This design comes from an exercise in tuning for small area, a short achievable clock period and few clock cycles per item on the open sky130 flow, not from production work.
Function was checked by simulation only, so behaviour that the tests miss may differ from the original.
Power figures rest on the tool's default switching activity, not on a simulated workload.

// ex_stage
module ex_stage (
    input  wire                                 clk,
    input  wire                                 rst_n_i,
    input  wire                                 in_valid_i,
    input  wire [4:0]                           in_op_i,
    input  wire [ex_pkg::XLEN-1:0]              in_pc_i,
    input  wire [ex_pkg::XLEN-1:0]              in_op1_i,
    input  wire [ex_pkg::XLEN-1:0]              in_op2_i,
    input  wire [ex_pkg::XLEN-1:0]              in_imm_i,
    input  wire [ex_pkg::REG_ADDR_W-1:0]        in_rd_i,
    input  wire                                 res_credit_i,
    output logic                                in_credit_o,
    output logic                                out_valid_o,
    output logic [ex_pkg::XLEN-1:0]             out_wdata_o,
    output logic [ex_pkg::REG_ADDR_W-1:0]       out_rd_o,
    output logic                                out_jump_o,
    output logic [ex_pkg::XLEN-1:0]             out_jump_addr_o
);
For scale: about 5,000 cells after synthesis, roughly 290 flip-flops, ~38,000 sq um of cells after synthesis.
==> flow/config.mk <==
export PLATFORM = sky130hd
export DESIGN_NAME = ex_stage
export DESIGN_NICKNAME = ex_stage
export VERILOG_FILES = /design/flow/design.v
export SDC_FILE = /design/flow/constraint.sdc
export NUM_CORES = 4
export LEC_CHECK = 0
export CAP_MARGIN = 40
export CORE_MARGIN = 2
export CORE_UTILIZATION = 50
export SETUP_SLACK_MARGIN = 1.2
export SLEW_MARGIN = 20
==> flow/constraint.sdc <==
create_clock -name core_clock -period 6.5 [get_ports {clk}]
set_input_delay 1.3000 -clock core_clock [delete_from_list [all_inputs] [get_ports {clk}]]
set_output_delay 1.3000 -clock core_clock [all_outputs]
set_load 0.01 [all_outputs]
standard.sh (not shown) runs the stock make flow with config.mk's settings and CLKGATE_MAP_FILE= SYNTH_SCRIPT=/design/flow/synth_recipe.tcl, a recipe that flattens the netlist after the stock synthesis.
==> flow/flow/run.sh <==
#!/bin/bash
# The standard layout, except that the ports get plain buffers
# (sky130_fd_sc_hd__buf_2) instead of the delay cells buffer_ports picks by
# default. make's output goes to standard_flow.log; each ORFS step keeps its
# own log under orfs/logs/.
set -euo pipefail
bash standard.sh "BUFFER_PORTS_ARGS=-buffer_cell sky130_fd_sc_hd__buf_2" finish > standard_flow.log 2>&1
The baseline finished with timing, DRC and antenna clean.
Testbench counts at the start, summed over its fixed seeds: cycles 6,413, items 3,200.
Rerun with:
CORE_UTILIZATION = 40   (was 50)
SETUP_SLACK_MARGIN = 1.0   (was 1.2)
- The changed run completed with no timing, DRC or antenna violations
- worst setup slack gets worse by 0.10 ns
- non-clock buffer count is higher by 83
- power decreases slightly
- final area went up slightly
- via count is lower by a few percent
- routed wire length goes up by a little under a tenth
Rerun with:
SETUP_SLACK_MARGIN = 1.4   (was 1.0)
Sequential share of layout area goes down by 0.73 points.
Hold slack improved by 0.024 ns.
Die area is unchanged.
Synthesized cell count stays the same.
Core utilization goes up by 1.9 points.
Via count goes up by 0.79%.
Clock power goes up by about 3%.
Cell area goes up by 4.0%.
Clock skew goes down by 0.0060 ns.
Rerun with:
SETUP_SLACK_MARGIN = 1.2   (was 1.4)
=>
- core utilization is lower by 1.4 points
- wire length is lower by 1.2%
- setup slack degrades by 0.18 ns
- flip-flop and latch count does not change
- first-iteration DRC count is lower by about 4.7%
- fmax is lower by 3.4%
- design area is lower by about 3%
- synthesized area is unchanged
- register-to-register slack degrades by 0.24 ns
- power is lower by 2.5%
- synthesized cell count stays the same

---

run A:
Starting RTL as in the previous note.
Settings: LEC_CHECK=0, CAP_MARGIN=20, CORE_MARGIN=2, CORE_UTILIZATION=40, SETUP_SLACK_MARGIN=1.4, SLEW_MARGIN=10; clock period 6.5 ns.
Scripts as last shown in full above: flow/flow/run.sh
Run A reached the end of the flow, and the finished layout is clean on the timing, DRC and antenna checks.
Testbench counts of run A, summed over its fixed seeds: cycles 6,413, items 3,200.
Changes in run B relative to run A:
Settings: swapping 10 for 20 in SLEW_MARGIN.
[summary]
Against run A, worst ir drop on vdd in run B fell by a few percent.
Compared with run A, run B has extra setup slack.
For total power, run B and run A come out practically identical.
Edits applied to the flow inputs when going from run B to run C:
Settings: SETUP_SLACK_MARGIN now 1.5, was 1.4.
Results
Run C — first-iteration DRC count 5.8% lower, run B as reference. Run C — total power 1.5% higher, run B as reference. Looking at worst-margin pin slew, run C sits 0.13 ns above run B.

[re-timing with driven ports]
In the flow no input, the clock included, has a driving cell. The finished layouts below were timed again as built, in two steps. Step 1: set_driving_cell puts a clkbuf_16 on clk and a buf_2 on each other input, an assumption about the parent block. Step 2, shift: input delay + t, output delay - t, t = (earliest + latest rising clock arrival at the registers) / 2. This alone moves slack from input paths to output paths. a / b / c = ideal / step 1 / step 2; a / b = the first two.
| run | shift t [ns] | slack for setup (ns) | hold WS [ns] | worst register clock-pin slew, ns |
|---|---|---|---|---|
| the first run of note 1 | 0.675 | 1.087 / 1.132 / 0.460 | 0.459 / 0.459 / 0.459 | 0.07 / 0.07 |
| the second run of note 1 | 0.712 | 0.984 / 0.984 / 0.337 | 0.470 / 0.470 / 0.470 | 0.07 / 0.07 |
| the third run of note 1 | 0.703 | 1.351 / 1.394 / 0.691 | 0.494 / 0.494 / 0.494 | 0.07 / 0.07 |
| the fourth run of note 1 | 0.705 | 1.167 / 1.167 / 0.508 | 0.452 / 0.452 / 0.452 | 0.07 / 0.07 |
| run A | 0.704 | 1.290 / 1.290 / 0.710 | 0.500 / 0.500 / 0.500 | 0.07 / 0.07 |
| run B | 0.702 | 1.340 / 1.340 / 0.692 | 0.493 / 0.493 / 0.493 | 0.07 / 0.07 |
| run C | 0.710 | 1.415 / 1.432 / 0.748 | 0.464 / 0.464 / 0.464 | 0.07 / 0.07 |
After both steps every run listed still meets setup and hold. For run C, which loses most, drivers alone change the setup slack by +0.017 ns; drivers and shift together by -0.667 ns.
